Background: an optimization exercise with open tools, aiming at a short achievable clock period. Do not read the settings as production practice.
Where RTL was checked, it was by simulation tests only, not by an equivalence proof against the original.
The flow treats the clock pin as an ideal source, which a real chip does not have.

==> run a <==
Design mem_stage, start of the top module:
module mem_stage #(
    parameter int DEPTH  = 256,
    parameter int ADDR_W = 8
) (
    input  logic        clk,
    input  logic        rst,
    input  logic [37:0] pipeline_reg_in,
    input  logic        stall,
    output logic [36:0] pipeline_reg_out,
    output logic [2:0]  mem_op_dest,
    output logic        mem_wb_en,
    output logic [15:0] store_count,
    output logic        mem_addr_err
);
==> module mem_stage, before the edit <==
module mem_stage #(
    parameter int DEPTH  = 256,
    parameter int ADDR_W = 8
) (
    input  logic        clk,
    input  logic        rst,
    input  logic [37:0] pipeline_reg_in,
    input  logic        stall,
    output logic [36:0] pipeline_reg_out,
    output logic [2:0]  mem_op_dest,
    output logic        mem_wb_en,
    output logic [15:0] store_count,
    output logic        mem_addr_err
);
    logic [15:0]       alu_result_s;
    logic              mem_write_en_s;
    logic [15:0]       mem_write_data_s;
    logic              wb_result_mux_s;
    logic [ADDR_W-1:0] addr_s;
    logic [15:0]       half_s [2];
    logic              oob_s;
    logic              store_en_s;
    logic              fwd_s;
    logic [15:0] mem_r [DEPTH];
    logic [20:0] out_r;      
    logic [15:0] half_n_r [2];  
    logic [15:0] count_r;
    logic              wbuf_valid_r;
    logic [ADDR_W-1:0] wbuf_addr_r;
    logic [15:0]       wbuf_data_r;
    assign alu_result_s     = pipeline_reg_in[37:22];
    assign mem_write_en_s   = pipeline_reg_in[21];
    assign mem_write_data_s = pipeline_reg_in[20:5];
    assign wb_result_mux_s  = pipeline_reg_in[0];
    assign addr_s           = alu_result_s[ADDR_W-1:0];
    assign fwd_s            = wbuf_valid_r && (wbuf_addr_r == addr_s);
    assign mem_op_dest = pipeline_reg_in[3:1];
    assign mem_wb_en   = pipeline_reg_in[4];
    always_comb begin
        oob_s = 1'b0;
        oob_s = ((alu_result_s >> ADDR_W) != 16'd0) && (mem_write_en_s || wb_result_mux_s) && !stall;
        store_en_s = mem_write_en_s && !stall && !rst && !oob_s;
    end
    always_comb begin
        for (int h = 0; h < 2; h++) begin
            half_s[h] = 16'h0000;
            if (!oob_s && addr_s[ADDR_W-1] == 1'(h)) begin
                half_s[h] = fwd_s ? wbuf_data_r : mem_r[{1'(h), addr_s[ADDR_W-2:0]}];
            end
        end
    end
    always_ff @(posedge clk) begin
        wbuf_valid_r <= store_en_s;
        wbuf_addr_r  <= addr_s;
        wbuf_data_r  <= mem_write_data_s;
        if (wbuf_valid_r) begin
            mem_r[wbuf_addr_r] <= wbuf_data_r;
        end
    end
    always_ff @(posedge clk) begin
        if (rst) begin
            half_n_r[0] <= 16'hffff;
            half_n_r[1] <= 16'hffff;
            out_r     <= 21'd0;
            count_r   <= 16'd0;
        end else if (!stall) begin
            half_n_r[0] <= ~half_s[0];
            half_n_r[1] <= ~half_s[1];
            out_r     <= {alu_result_s, pipeline_reg_in[4:0]};
            if (store_en_s) begin
                count_r <= count_r + 16'd1;
            end
        end
    end
    logic err_r;
    always_ff @(posedge clk) begin
        if (rst) begin
            err_r <= 1'b0;
        end else if (oob_s) begin
            err_r <= 1'b1;
        end
    end
    assign mem_addr_err = err_r;
    assign pipeline_reg_out = {~(half_n_r[0] & half_n_r[1]), out_r};
    assign store_count      = count_r;
endmodule
==> flow/config.mk <==
export PLATFORM = sky130hd
export DESIGN_NAME = mem_stage
export DESIGN_NICKNAME = mem_stage
export VERILOG_FILES = /design/flow/design.v
export SDC_FILE = /design/flow/constraint.sdc
export NUM_CORES = 4
export LEC_CHECK = 0
export ABC_CLOCK_PERIOD_IN_PS = 2500
export CAP_MARGIN = 20
export CORE_MARGIN = 2
export CORE_UTILIZATION = 40
export PLACE_DENSITY = 0.7
export SLEW_MARGIN = 20
==> flow/constraint.sdc <==
create_clock -name core_clock -period 6.0 [get_ports {clk}]
set_input_delay 1.2000 -clock core_clock [delete_from_list [all_inputs] [get_ports {clk}]]
set_output_delay 1.2000 -clock core_clock [all_outputs]
set_load 0.01 [all_outputs]
standard.sh (not shown) runs the stock make flow with config.mk's settings and CLKGATE_MAP_FILE= SYNTH_SCRIPT=/design/flow/synth_recipe.tcl, a recipe that flattens the netlist after the stock synthesis.
==> flow/flow/run.sh <==
#!/bin/bash
set -euo pipefail
M=${MARGIN:-3.3}
F="MATCH_CELL_FOOTPRINT=0"
export EXTRA_MARGINS="2.9 3.1 3.3"
export EXTRA_MARGINS_GRT="3.0 3.2 3.4"
bash standard.sh synth > synth.log 2>&1
bash standard.sh $F SETUP_SLACK_MARGIN=0 floorplan > floorplan.log 2>&1
bash standard.sh $F SETUP_SLACK_MARGIN=0 place > place.log 2>&1
bash standard.sh $F "POST_CTS_TCL=$PWD/flow/post_cts.tcl" SETUP_SLACK_MARGIN=$M TNS_END_PERCENT=5 cts > cts.log 2>&1
bash standard.sh $F "POST_GLOBAL_ROUTE_TCL=$PWD/flow/post_grt.tcl" SETUP_SLACK_MARGIN=$M TNS_END_PERCENT=5 route > route.log 2>&1
bash standard.sh $F SETUP_SLACK_MARGIN=$M finish > finish.log 2>&1
==> flow/flow/post_cts.tcl <==
# Extra setup repair after CTS (sourced by ORFS's cts.tcl through POST_CTS_TCL).
# The port buffers that buffer_ports inserts are delay-cell sized; give them a
# plain buffer first, then repair setup in rounds of rising margin so that each
# round works on the paths that are worst at that point.
foreach inst [get_cells -quiet {input* output*}] {
  set ref [get_property $inst ref_name]
  if {[string match "sky130_fd_sc_hd__clkdlybuf*" $ref] || [string match "sky130_fd_sc_hd__dlymetal*" $ref]
      || [string match "sky130_fd_sc_hd__dlygate*" $ref] || [string match "sky130_fd_sc_hd__buf_1" $ref]} {
    replace_cell $inst sky130_fd_sc_hd__buf_8
  }
}
estimate_parasitics -placement
report_worst_slack -max
foreach m $::env(EXTRA_MARGINS) {
  repair_timing -setup -setup_margin $m -repair_tns 100 -max_passes 200 -verbose
  report_worst_slack -max
}
set result [catch { detailed_placement } msg]
if { $result != 0 } {
  error "Detailed placement failed after extra repair: $msg"
}
check_placement -verbose
estimate_parasitics -placement
report_worst_slack -max
==> flow/flow/post_grt.tcl <==
# Extra setup repair after global routing (sourced by ORFS's global_route.tcl
# through POST_GLOBAL_ROUTE_TCL), on global-route parasitics and over every
# violating endpoint, in rounds of rising margin; then legalize and reroute the
# nets that changed.
estimate_parasitics -global_routing
report_worst_slack -max
foreach m $::env(EXTRA_MARGINS_GRT) {
  repair_timing -setup -setup_margin $m -repair_tns 100 -max_passes 200 -verbose
  report_worst_slack -max
}
global_route -start_incremental
detailed_placement
global_route -end_incremental
estimate_parasitics -global_routing
report_worst_slack -max
==> inputs of run b, as changes to run a <==
==> flow/design.v (replaced) <==
module mem_stage #(
    parameter int DEPTH  = 256,
    parameter int ADDR_W = 8
) (
    input  logic        clk,
    input  logic        rst,
    input  logic [37:0] pipeline_reg_in,
    input  logic        stall,
    output logic [36:0] pipeline_reg_out,
    output logic [2:0]  mem_op_dest,
    output logic        mem_wb_en,
    output logic [15:0] store_count,
    output logic        mem_addr_err
);
    localparam int HI_W = 4;                
    localparam int LO_W = ADDR_W - HI_W;    
    localparam int NHI  = 1 << HI_W;
    localparam int NLO  = 1 << LO_W;
    logic [15:0]       alu_result_s;
    logic              mem_write_en_s;
    logic [15:0]       mem_write_data_s;
    logic              wb_result_mux_s;
    logic [ADDR_W-1:0] addr_s;
    logic [HI_W-1:0]   addr_hi_s;
    logic [LO_W-1:0]   addr_lo_s;
    logic              oob_s;
    logic              store_en_s;
    logic [15:0] mem_r [DEPTH];
    logic [20:0] out_r;         
    logic [15:0] cand_r [NLO];  
    logic [NLO-1:0] sel_r;      
    logic [15:0] count_r;
    assign alu_result_s     = pipeline_reg_in[37:22];
    assign mem_write_en_s   = pipeline_reg_in[21];
    assign mem_write_data_s = pipeline_reg_in[20:5];
    assign wb_result_mux_s  = pipeline_reg_in[0];
    assign addr_s           = alu_result_s[ADDR_W-1:0];
    assign addr_hi_s        = addr_s[ADDR_W-1:LO_W];
    assign addr_lo_s        = addr_s[LO_W-1:0];
    assign mem_op_dest = pipeline_reg_in[3:1];
    assign mem_wb_en   = pipeline_reg_in[4];
    always_comb begin
        oob_s = 1'b0;
        oob_s = (alu_result_s[15:ADDR_W] != '0) && (mem_write_en_s || wb_result_mux_s) && !stall;
        store_en_s = mem_write_en_s && !stall && !rst && !oob_s;
    end
    always_ff @(posedge clk) begin
        if (store_en_s) begin
            mem_r[addr_s] <= mem_write_data_s;
        end
    end
    logic [NHI-1:0] hi_oh_s;
    logic [15:0]    cand_s [NLO];
    always_comb begin
        for (int h = 0; h < NHI; h++) hi_oh_s[h] = (addr_hi_s == HI_W'(h));
        for (int l = 0; l < NLO; l++) begin
            cand_s[l] = 16'h0000;
            for (int h = 0; h < NHI; h++) begin
                cand_s[l] = cand_s[l] | (mem_r[h * NLO + l] & {16{hi_oh_s[h]}});
            end
        end
    end
    always_ff @(posedge clk) begin
        if (!stall) begin
            for (int l = 0; l < NLO; l++) cand_r[l] <= cand_s[l];
        end
    end
    always_ff @(posedge clk) begin
        if (rst) begin
            sel_r <= '0;
        end else if (!stall) begin
            for (int l = 0; l < NLO; l++) sel_r[l] <= !oob_s && (addr_lo_s == LO_W'(l));
        end
    end
    logic [15:0] load_data_r;
    always_comb begin
        load_data_r = 16'h0000;
        for (int l = 0; l < NLO; l++) load_data_r = load_data_r | (cand_r[l] & {16{sel_r[l]}});
    end
    always_ff @(posedge clk) begin
        if (rst) begin
            out_r   <= 21'd0;
            count_r <= 16'd0;
        end else if (!stall) begin
            out_r <= {alu_result_s, pipeline_reg_in[4:0]};
            if (store_en_s) begin
                count_r <= count_r + 16'd1;
            end
        end
    end
    logic err_r;
    always_ff @(posedge clk) begin
        if (rst) begin
            err_r <= 1'b0;
        end else if (oob_s) begin
            err_r <= 1'b1;
        end
    end
    assign mem_addr_err = err_r;
    assign pipeline_reg_out = {load_data_r, out_r};
    assign store_count      = count_r;
endmodule
==> flow/run.sh (new file) <==
#!/bin/bash
# synth_recipe.tcl (not shown) runs the flow's synth.tcl, then flattens the netlist and writes it again
# the make line also repeats each setting of config.mk as NAME=value (left out here)
make -C /OpenROAD-flow-scripts/flow DESIGN_CONFIG=/design/flow/config.mk WORK_HOME=/design/flow/orfs CLKGATE_MAP_FILE= SYNTH_SCRIPT=/design/flow/synth_recipe.tcl finish
ABC_CLOCK_PERIOD_IN_PS = default   (was 2500)
PLACE_DENSITY = default   (was 0.7)
removed: flow/flow/run.sh
removed: flow/flow/post_cts.tcl
removed: flow/flow/post_grt.tcl
removed: flow/standard.sh
==> inputs of run c, as changes to run a <==
--- a/flow/design.v
+++ b/flow/design.v
@@ -23,7 +23,7 @@
     logic              fwd_s;
     logic [15:0] mem_r [DEPTH];
     logic [20:0] out_r;      
-    logic [15:0] half_n_r [2];  
+    logic [15:0] half_r [2];  
     logic [15:0] count_r;
     logic              wbuf_valid_r;
     logic [ADDR_W-1:0] wbuf_addr_r;
@@ -59,13 +59,13 @@
     end
     always_ff @(posedge clk) begin
         if (rst) begin
-            half_n_r[0] <= 16'hffff;
-            half_n_r[1] <= 16'hffff;
+            half_r[0] <= 16'd0;
+            half_r[1] <= 16'd0;
             out_r     <= 21'd0;
             count_r   <= 16'd0;
         end else if (!stall) begin
-            half_n_r[0] <= ~half_s[0];
-            half_n_r[1] <= ~half_s[1];
+            half_r[0] <= half_s[0];
+            half_r[1] <= half_s[1];
             out_r     <= {alu_result_s, pipeline_reg_in[4:0]};
             if (store_en_s) begin
                 count_r <= count_r + 16'd1;
@@ -81,6 +81,6 @@
         end
     end
     assign mem_addr_err = err_r;
-    assign pipeline_reg_out = {~(half_n_r[0] & half_n_r[1]), out_r};
+    assign pipeline_reg_out = {half_r[0] | half_r[1], out_r};
     assign store_count      = count_r;
 endmodule
CORE_UTILIZATION = 60   (was 40)
PLACE_DENSITY = 0.75   (was 0.7)
==> flow_summary.ini <==
[outcome]
status = timing/DRC/antenna clean

[finish]
largestRegisters = mem_r x4096, half_n_r x32, out_r x21
multi_input_comb_cells = 2999

[power_and_ir_drop]
peakVddDrop_mv = 0.245
p_int_mw = 47.2

[detailed_routing]
highest_layer = met4

[yosys]
synthCells = 7655

[global_routing]
antenna_found_initial = 14

[setup_path]
max_stage_delay_ps = 470
# the run above: run a

==> flow_summary.ini <==
[global_routing]
antenna_found_initial = 17

[power_and_ir_drop]
peakVddDrop_mv = 0.261

[finish]
largestRegisters = mem_r x4096, half_r x32, out_r x21
multi_input_comb_cells = 2939

[outcome]
status = timing/DRC/antenna clean

[setup_path]
max_stage_delay_ps = 390
# the run above: run c

==> flow_summary.ini <==
[outcome]
status = timing/DRC/antenna clean

[finish]
multi_input_comb_cells = 4116
largestRegisters = mem_r x4096, cand_r x256, out_r x21

[power_and_ir_drop]
p_int_mw = 51.0
peakVddDrop_mv = 0.270

[yosys]
synthCells = 9216

[detailed_routing]
highest_layer = met5
# the run above: run b

No functional check of the RTL was part of run b.

port drivers added, routing unchanged:
In the flow no input, the clock included, has a driving cell. The finished layouts below were timed again as built, in two steps.
Step 1, drivers: a clkbuf_16 drives clk and a buf_2 each remaining input, both assumed.
Step 2 times the ports against the registers' clock, not the clock port: input delays grow and output delays shrink by t, the midpoint of the rising clock arrivals with the driver on.
Slacks: ideal / step 1 / step 2; pairs: ideal / step 1.
run | shift t [ns] | slack for setup (ns) | hold WS [ns] | clock arrival spread, ns | worst data-port slew with drivers (ns)
run a | 1.045 | 2.974 / 2.487 / 1.442 | 0.331 / 0.280 / 0.510 | 0.092 / 0.092 | 0.77
run b | 1.111 | 0.251 / 0.129 / 0.855 | 0.497 / 0.480 / 0.497 | 0.078 / 0.078 | 0.12
run c | 1.045 | 2.987 / 2.887 / 1.859 | 0.328 / 0.278 / 0.504 | 0.075 / 0.076 | 0.49
After both steps setup and hold are still met in every run listed. For run a, which loses most, drivers alone change the setup slack by -0.487 ns; drivers and shift together by -1.532 ns.
